What follows belongs to an exercise in optimizing a design on an open flow for small area; a production flow would make more cautious choices. At most, simulation tests tie the RTL to the original design; equivalence was not proved. Power figures rest on the tool's default switching activity, not on a simulated workload.

Setup of P:
==> flow/design.v (excerpt) <==
module game_top (
	input  wire logic                                                  DIV,
	input  wire logic                                                  arst_n,
	input  wire logic [15:0]                                           key_word,
	input  wire logic [2:0]                                            btn,
	input  wire logic [4:0]                                            keypad,
	input  wire logic [flappy_pkg::COL_W-1:0]                          bird_x,
	input  wire logic [flappy_pkg::ROW_W-1:0]                          bird_y,
	output logic                                                       fly,
	output logic                                                       welcome,
	output logic                                                       playing,
	output logic                                                       over,
	output logic [flappy_pkg::SPEED_W-1:0]                             speed,
	output logic [flappy_pkg::NUM_PIPES*flappy_pkg::X_W-1:0]           pipe_x,
	output logic [flappy_pkg::NUM_PIPES*flappy_pkg::ROW_W-1:0]         pipe_top_y,
	output logic [flappy_pkg::NUM_PIPES*flappy_pkg::ROW_W-1:0]         pipe_low_y,
	output logic [flappy_pkg::SCORE_W-1:0]                             score,
  ...
Size: about 1800 cells after synthesis, about 220 flip-flops, roughly 16000 µm² of cells after synthesis.
Settings: LEC_CHECK=0, CAP_MARGIN=20, CORE_MARGIN=2, CORE_UTILIZATION=40, GPL_TIMING_DRIVEN=0, SLEW_MARGIN=20; clock period 6.0 ns.
standard.sh (not shown) runs the stock make flow with config.mk's settings and CLKGATE_MAP_FILE= SYNTH_SCRIPT=/design/flow/synth_recipe.tcl, a recipe that flattens the netlist after the stock synthesis.
==> flow/flow/run.sh <==
#!/bin/bash
# Standard ORFS layout (the standard.sh, unchanged synthesis) with two changes:
# - the port buffers are the smallest buffer, sky130_fd_sc_hd__buf_1;
# - clock tree synthesis uses clkbuf_4/clkbuf_8 and inserts no dummy loads.
# The full make output goes to make_finish.log here.
set -euo pipefail
export BUFFER_PORTS_ARGS="-buffer_cell sky130_fd_sc_hd__buf_1"
export CTS_ARGS="-sink_clustering_enable -repair_clock_nets -dont_use_dummy_load -buf_list {sky130_fd_sc_hd__clkbuf_4 sky130_fd_sc_hd__clkbuf_8}"
bash standard.sh > make_finish.log 2>&1
P has completed all stages; timing, DRC and antenna checks passed.
What Q does differently from P at the input level:
- changing CORE_UTILIZATION from 40 to 60
- removing GPL_TIMING_DRIVEN (formerly 0)
==> flow/flow/run.sh <==
#!/bin/bash
# Standard ORFS layout (the standard.sh, unchanged synthesis) with two changes:
# - the port buffers are the smallest buffer, sky130_fd_sc_hd__buf_1, instead of
#   the resizer's default pick;
# - clock tree synthesis builds the tree from clkbuf_4 and inserts no dummy loads.
# The full make output goes to make_finish.log here; ORFS's own per-step logs are
# under orfs/logs/.
set -euo pipefail
export BUFFER_PORTS_ARGS="-buffer_cell sky130_fd_sc_hd__buf_1"
export CTS_ARGS="-sink_clustering_enable -repair_clock_nets -dont_use_dummy_load -buf_list {sky130_fd_sc_hd__clkbuf_4}"
bash standard.sh > make_finish.log 2>&1
--- outcome ---
In Q, the detail-routed net length per standard cell came out 0.71% above the value in P.
Worst IR drop on VDD: Q worse than P
P → Q: wire length of the first global-routing pass saw a decrease; number of standard-cell rows in the floorplan saw a decrease; met1 layer wirelength in the final routing saw a decrease; total half-perimeter wirelength after legalization and detailed placement saw a decrease.

game_top, a different RTL version from the one above (not shown whole).
Size in the first run: ~1,900 cells after synthesis, ~220 flip-flops, about 17,000 um2 of cells after synthesis.
export LEC_CHECK = 0
export CAP_MARGIN = 20
export CORE_MARGIN = 2
export CORE_UTILIZATION = 40
export SLEW_MARGIN = 20
create_clock -name core_clock -period 6.0 [get_ports {DIV}]
==> flow/flow/run.sh <==
#!/bin/bash
# Standard ORFS layout (the standard.sh, unchanged synthesis) with one change:
# the port buffers are the smallest buffer, sky130_fd_sc_hd__buf_1, instead of the
# resizer's default pick. The full make output goes to make_finish.log here.
set -euo pipefail
export BUFFER_PORTS_ARGS="-buffer_cell sky130_fd_sc_hd__buf_1"
bash standard.sh > make_finish.log 2>&1
The starting point finished with timing, DRC and antenna clean.
Next try:
==> flow/run.sh (new file) <==
#!/bin/bash
# synth_recipe.tcl (not shown) runs the flow's synth.tcl, then flattens the netlist and writes it again
# the make line also repeats each setting of config.mk as NAME=value (left out here)
make -C /OpenROAD-flow-scripts/flow DESIGN_CONFIG=/design/flow/config.mk WORK_HOME=/design/flow/orfs CLKGATE_MAP_FILE= SYNTH_SCRIPT=/design/flow/synth_recipe.tcl finish
removed: flow/flow/run.sh
removed: flow/standard.sh
Outcome: Synthesized area stays the same; cell count goes up by 1.3%; routed wire length goes up by 1.4%; global-route usage goes up by 0.73 points; final area goes up by 11%; synthesized cell count is unchanged; total power goes up by 2.0%; hold slack hardly moves.

game_top, a different RTL version from the one above (not shown whole).
Size: ~1900 cells after synthesis, ~220 flip-flops, ~350 I/O pins, roughly 0.017 mm^2 of cells after synthesis.
==> flow/config.mk <==
export PLATFORM = sky130hd
export DESIGN_NAME = game_top
export DESIGN_NICKNAME = game_top
export VERILOG_FILES = /design/flow/design.v
export SDC_FILE = /design/flow/constraint.sdc
export NUM_CORES = 4
export LEC_CHECK = 0
export CAP_MARGIN = 20
export CORE_MARGIN = 2
export CORE_UTILIZATION = 40
export SLEW_MARGIN = 20
==> flow/constraint.sdc <==
create_clock -name core_clock -period 6.0 [get_ports {DIV}]
set_input_delay 1.2000 -clock core_clock [delete_from_list [all_inputs] [get_ports {DIV}]]
set_output_delay 1.2000 -clock core_clock [all_outputs]
set_load 0.01 [all_outputs]
==> flow/flow/run.sh <==
#!/bin/bash
# Standard ORFS layout with two changes: the port buffers are the smallest
# buffer (sky130_fd_sc_hd__buf_1) instead of the resizer's pick, and after global
# routing the resizer downsizes gates that have slack (RECOVER_POWER).
set -euo pipefail
export BUFFER_PORTS_ARGS="-buffer_cell sky130_fd_sc_hd__buf_1"
export RECOVER_POWER=100
bash standard.sh > make_finish.log 2>&1
The first run ran to the end with violations: capacitance limit, slew limit.
Edit:
==> flow/run.sh (new file) <==
#!/bin/bash
# synth_recipe.tcl (not shown) runs the flow's synth.tcl, then flattens the netlist and writes it again
# the make line also repeats each setting of config.mk as NAME=value (left out here)
make -C /OpenROAD-flow-scripts/flow DESIGN_CONFIG=/design/flow/config.mk WORK_HOME=/design/flow/orfs CLKGATE_MAP_FILE= SYNTH_SCRIPT=/design/flow/synth_recipe.tcl finish
CTS_BUF_LIST = sky130_fd_sc_hd__clkbuf_4 sky130_fd_sc_hd__clkbuf_8   (was unset)
removed: flow/flow/run.sh
removed: flow/standard.sh
Now the flow finished with timing, DRC and antenna clean; via count goes up by 0.97%; routed wire length goes up by 3.6%; cell area goes up by 10%; worst setup slack gets better by 0.036 ns; sequential power stays flat; die area does not change; utilization goes up by 5.0 points; combinational power goes up by 20%.
Edit:
CTS_BUF_LIST = unset   (was sky130_fd_sc_hd__clkbuf_4 sky130_fd_sc_hd__clkbuf_8)
Maximum frequency came out lower by 0.37%.
Setup slack is worse by 0.022 ns.
Area after synthesis stays the same.
Total power came out higher by 0.68%.
Cell count came out lower by 0.81%.
No run of this note included a check of the RTL's function; only the layout flow was run.

game_top, a different RTL version from the one above (not shown whole).
Size in the first run: roughly 1,900 cells after synthesis, roughly 0.015 sq mm of cells after synthesis.
clock: 6.0 ns
lec_check: 0
abc_area: 1
cap_margin: 20
core_margin: 2
core_utilization: 60
slew_margin: 20
==> flow/flow/run.sh <==
#!/bin/bash
# Standard ORFS layout (the standard.sh, unchanged synthesis) with three changes:
# - the port buffers are the smallest buffer, sky130_fd_sc_hd__buf_1, instead of
#   the resizer's default pick;
# - clock tree synthesis builds a balanced tree from clkbuf_8, with clusters of at
#   most 12 flip-flops within 60 um, and inserts no dummy loads;
# - the constant outputs share synthesis's single tie-high and tie-low cells
#   instead of getting one tie cell each (SKIP_REPAIR_TIE_FANOUT).
# The full make output goes to make_finish.log here; ORFS's own per-step logs are
# under orfs/logs/.
set -euo pipefail
export BUFFER_PORTS_ARGS="-buffer_cell sky130_fd_sc_hd__buf_1"
export CTS_ARGS="-sink_clustering_enable -repair_clock_nets -dont_use_dummy_load -buf_list {sky130_fd_sc_hd__clkbuf_8} -sink_clustering_size 12 -sink_clustering_max_diameter 60"
export SKIP_REPAIR_TIE_FANOUT=1
bash standard.sh > make_finish.log 2>&1
==> next run, changes <==
==> flow/flow/run.sh (replaced) <==
#!/bin/bash
# Standard ORFS layout (the standard.sh, unchanged synthesis) with two changes:
# - the port buffers are the smallest buffer, sky130_fd_sc_hd__buf_1, instead of
#   the resizer's default pick;
# - clock tree synthesis builds a balanced tree from clkbuf_8, with clusters of at
#   most 12 flip-flops within 60 um, and inserts no dummy loads.
# The full make output goes to make_finish.log here; ORFS's own per-step logs are
# under orfs/logs/.
set -euo pipefail
export BUFFER_PORTS_ARGS="-buffer_cell sky130_fd_sc_hd__buf_1"
export CTS_ARGS="-sink_clustering_enable -repair_clock_nets -dont_use_dummy_load -buf_list {sky130_fd_sc_hd__clkbuf_8} -sink_clustering_size 12 -sink_clustering_max_diameter 60"
bash standard.sh > make_finish.log 2>&1
Outcome: The changed run went through all stages and came out clean. Count of clock-buffer cells in the layout rises by 2. Via count shrinks slightly. Power rises slightly. Routed wire length came out lower slightly. Utilization grows by 0.77 points. Synthesized cell count stays the same. Cell area climbs slightly. Critical path depth stays the same. Worst setup slack is better by 0.0040 ns.

==> port drivers added, routing unchanged <==
The flow's constraints put no driver on any port. The routed layouts listed below were extracted and timed again, unchanged, in two steps. Step 1: set_driving_cell puts a clkbuf_16 on DIV and a buf_2 on each other input, an assumption about the parent block. Step 2 also shifts input and output timing later by t, the mid clock arrival at the registers, as if the neighbouring blocks saw the same clock. Three values: ideal ports, drivers, drivers and shift; two values: the first two.
run	shift t [ns]	setup WS [ns]	hold WS [ns]	latest minus earliest clock arrival (ns)	worst slew at a driven data input, ns
P	0.629	0.190 / 0.198 / -0.431	0.393 / 0.393 / 0.393	0.043 / 0.043	0.06
Q	0.713	0.409 / 0.434 / -0.279	0.372 / 0.372 / 0.372	0.058 / 0.058	0.06
the first run of note 2	0.618	0.573 / 0.601 / -0.017	0.384 / 0.384 / 0.384	0.023 / 0.024	0.05
the second run of note 2	0.627	0.300 / 0.334 / -0.293	0.387 / 0.387 / 0.387	0.015 / 0.015	0.05
the first run of note 3	0.599	0.143 / 0.154 / -0.446	0.395 / 0.395 / 0.395	0.010 / 0.011	0.05
the second run of note 3	0.645	0.179 / 0.189 / -0.457	0.383 / 0.383 / 0.383	0.027 / 0.027	0.07
the third run of note 3	0.622	0.157 / 0.175 / -0.447	0.383 / 0.383 / 0.383	0.028 / 0.028	0.07
the first run of note 4	0.588	0.581 / 0.607 / 0.019	0.385 / 0.385 / 0.385	0.058 / 0.058	0.05
the second run of note 4	0.583	0.585 / 0.610 / 0.027	0.391 / 0.391 / 0.391	0.076 / 0.076	0.06
For Q, which loses most, drivers alone change the setup slack by +0.025 ns; drivers and shift together by -0.688 ns.
